This is an optimization exercise on Yosys and OpenROAD, whose aim is small area, a short achievable clock period and few clock cycles, not a production implementation.
The RTL was checked by simulation tests, not by an equivalence proof against the original design.

Design cosinos_core, start of the top module:
module cosinos_core (
  input  logic            clk,
  input  logic            rst,
  input  logic            start,
  input  logic [cosinos_pkg::X_W-1:0]  x,
  input  logic [cosinos_pkg::Y_W-1:0]  y,
  output logic [1:0]      intpart,
  output logic [7:0]      fracpart,
  output logic            done
);
make LEC_CHECK=0 CAP_MARGIN=20 CORE_MARGIN=2 CORE_UTILIZATION=40 SETUP_SLACK_MARGIN=5 SLEW_MARGIN=20 SYNTH_HIERARCHICAL=1 finish   # period 11.0 ns
run.sh (not shown) runs the stock make flow with config.mk's settings and CLKGATE_MAP_FILE= SYNTH_SCRIPT=/design/flow/synth_recipe.tcl, a recipe that flattens the netlist after the stock synthesis.
The starting point finished clean.
Testbench counts at the start, summed over its fixed seeds: cycles 14,277.
Change:
--- a/flow/design.v
+++ b/flow/design.v
@@ -14,36 +14,34 @@
   input  logic [9:0]  x,
   input  logic [7:0]  y,
   input  logic [2:0]  n,        
   output logic        stop_m,   
   output logic        pstop,    
   output logic        pzero,    
-  output logic        pdone,    
   output logic [9:0]  res       
 );
   logic signed [23:0] m;
   logic [17:0]        sum;
   logic [17:0]        diff;
   logic [7:0]         y_r;
   logic [19:0]        x2_r;
   logic [10:0]        sel_one, sel_two, sel_neg;
   logic               en_r;
-  logic [6:0]         my_r;      
-  logic [8:0]         xw_r;      
+  logic signed [11:0] ylog_r;
   logic               pst_r;
   logic [19:0]        x2_in, sq_s, sq_c;
   logic [10:0]        xi_one, xi_two, xi_neg;    
   logic [10:0]        xr_one, xr_two, xr_neg;    
   logic [22:0]        bi, br;
-  logic signed [11:0] thr, thrw, thr1;
+  logic signed [11:0] thr;
   logic [10:0]        r_one, r_two, r_neg;
   logic [39:0]        a_s, a_c, a_sum;
   logic [8:0]         mlog, xlog, ylog;
   logic [23:0]        mabs, magm;
   logic [7:0]         ym1, pmax;
-  logic signed [11:0] kb, kw, kb1;
+  logic signed [11:0] kb;
   logic               pst_in, pst0;
   always_comb begin
     case (n)
       3'd1: begin r_one = 11'b00001111111; r_two = 11'b00000000000; r_neg = 11'b00000000000; end
       3'd2: begin r_one = 11'b00001010101; r_two = 11'b00000101010; r_neg = 11'b00000101010; end
       3'd3: begin r_one = 11'b00000110110; r_two = 11'b00000001001; r_neg = 11'b00000001001; end
@@ -1565,43 +1563,37 @@
   assign mabs = m ^ {24{m[23]}};
   cosinos_log2 #(.W(24)) u_lm (.v(mabs), .l(mlog));
   cosinos_log2 #(.W(10)) u_lx (.v(x),    .l(xlog));
   cosinos_log2 #(.W(8))  u_ly (.v(y),    .l(ylog));
   always_comb begin
     case (n)
-      3'd1: begin kb = -12'sd513; kw = -12'sd307; kb1 = -12'sd182; end
-      3'd2: begin kb = -12'sd549; kw = -12'sd328; kb1 = -12'sd203; end
-      3'd3: begin kb = -12'sd574; kw = -12'sd342; kb1 = -12'sd217; end
-      3'd4: begin kb = -12'sd594; kw = -12'sd353; kb1 = -12'sd228; end
-      3'd5: begin kb = -12'sd610; kw = -12'sd362; kb1 = -12'sd237; end
-      3'd6: begin kb = -12'sd624; kw = -12'sd370; kb1 = -12'sd245; end
-      3'd7: begin kb = 12'sd0; kw = 12'sd0; kb1 = -12'sd251; end
-      default: begin kb = 12'sd0; kw = 12'sd0; kb1 = 12'sd0; end
+      3'd1: kb = -12'sd513;
+      3'd2: kb = -12'sd549;
+      3'd3: kb = -12'sd574;
+      3'd4: kb = -12'sd594;
+      3'd5: kb = -12'sd610;
+      3'd6: kb = -12'sd624;
+      default: kb = 12'sd0;
     endcase
   end
-  assign thr    = $signed({5'd0, my_r}) - $signed({3'd0, xw_r}) - kb;
-  assign thrw   = 12'sd368 - $signed({3'd0, xw_r}) - kw;
-  assign thr1   = $signed({5'd0, my_r}) - kb1;
-  assign pst_in = en_r & (n != 3'd7) & (n != 3'd0)
-                & ($signed({3'd0, mlog}) < thr) & ($signed({3'd0, mlog}) < thrw);
-  assign pdone  = en_r & ($signed({3'd0, mlog}) < thr1);
+  assign thr    = ylog_r - kb;
+  assign pst_in = en_r & (n != 3'd7) & (n != 3'd0) & ($signed({3'd0, mlog}) < thr);
   assign pst0   = ($signed({1'b0, xlog, 2'b0}) + 12'sd4 - 12'sd451 < $signed({3'd0, ylog}));
   assign pstop  = pst_r;
   assign diff = sum - m[17:0];
   assign res  = add ? diff[17:8] : sum[17:8];
   always_ff @(posedge clk) begin
     if (start) begin
-      en_r   <= (y != 8'd0);
-      my_r   <= ylog[6:0];
-      xw_r   <= {xlog[7:0], 1'b0} + 9'd2;
+      en_r   <= (y != 8'd0) & (x != 10'd0) & (x < 10'd977);
+      ylog_r <= $signed({3'd0, ylog}) - $signed({2'd0, xlog, 1'b0}) - 12'sd2;
       y_r    <= y;
       x2_r   <= x2_in;
     end
   end
   always_ff @(posedge clk) begin
-    if (start)    pst_r <= pst0 & (y != 8'd0);
+    if (start)    pst_r <= pst0 & (y != 8'd0) & (x != 10'd0) & (x < 10'd977);
     else if (!pha) pst_r <= pst_in;
   end
   always_ff @(posedge clk) begin
     if (start) m <= {5'd0, x2_in[19:1]};
     else       m <= a_sum[39:16];
   end
@@ -1660,13 +1652,12 @@
   logic       have;     
   logic       pha;      
   logic [2:0] n;        
   logic       stop_m;
   logic       pstop;
   logic       pzero;
-  logic       pdone;
   logic       last;
   logic       fin;      
   logic [9:0] res;
   assign last = stop_m | pstop | (n == 3'd0);
   cosinos_datapath u_dp (
     .clk    (clk),
@@ -1676,16 +1667,15 @@
     .x      (x),
     .y      (y),
     .n      (n),
     .stop_m (stop_m),
     .pstop  (pstop),
     .pzero  (pzero),
-    .pdone  (pdone),
     .res    (res)
   );
-  assign fin      = pha ? last : (pzero | pdone);
+  assign fin      = pha ? last : pzero;
   assign done     = have | (busy & fin);
   assign intpart  = res[9:8];
   assign fracpart = res[7:0];
   always_ff @(posedge clk) begin
     if (rst) begin
       busy <= 1'b0;
=>
- The changed run went through all stages and came out clean
- synthesized cell count went down by 3.1%
- die area falls by 3.4%
- sequential share of layout area came out higher by 0.34 points
- register-to-register slack improved by 0.09 ns
- global-route usage decreases by 0.55 points
- via count drops by 3.9%
- design area came out lower by 5.6%
- non-clock buffer count falls by 24
Testbench counts after the change, summed over its fixed seeds: cycles 14,628.

==> separate check: timing with driven ports <==
The results above use ideal ports. As a check the final layouts listed here were re-extracted and re-timed, cells and wires unchanged.
Step 1, drivers: a clkbuf_16 drives clk and a buf_2 each remaining input, both assumed.
Step 2 times the ports against the registers' clock, not the clock port: input delays grow and output delays shrink by t, the midpoint of the rising clock arrivals with the driver on.
Slacks: ideal / step 1 / step 2; pairs: ideal / step 1.
| run | t, ns | setup WS [ns] | slew at the worst register clock pin (ns) | worst slew at a driven data input, ns | pins driven straight from the clock port |
|---|---|---|---|---|---|
| the first run | 0.469 | 3.754 / 3.712 / 4.181 | 0.06 / 0.06 | 0.04 | 1 |
| the second run | 0.478 | 5.107 / 5.080 / 4.650 | 0.06 / 0.06 | 0.03 | 1 |
After both steps every run listed still meets setup and hold. The setup slack of the second run, which loses most, moves by -0.027 ns with the drivers and by -0.457 ns with both steps.
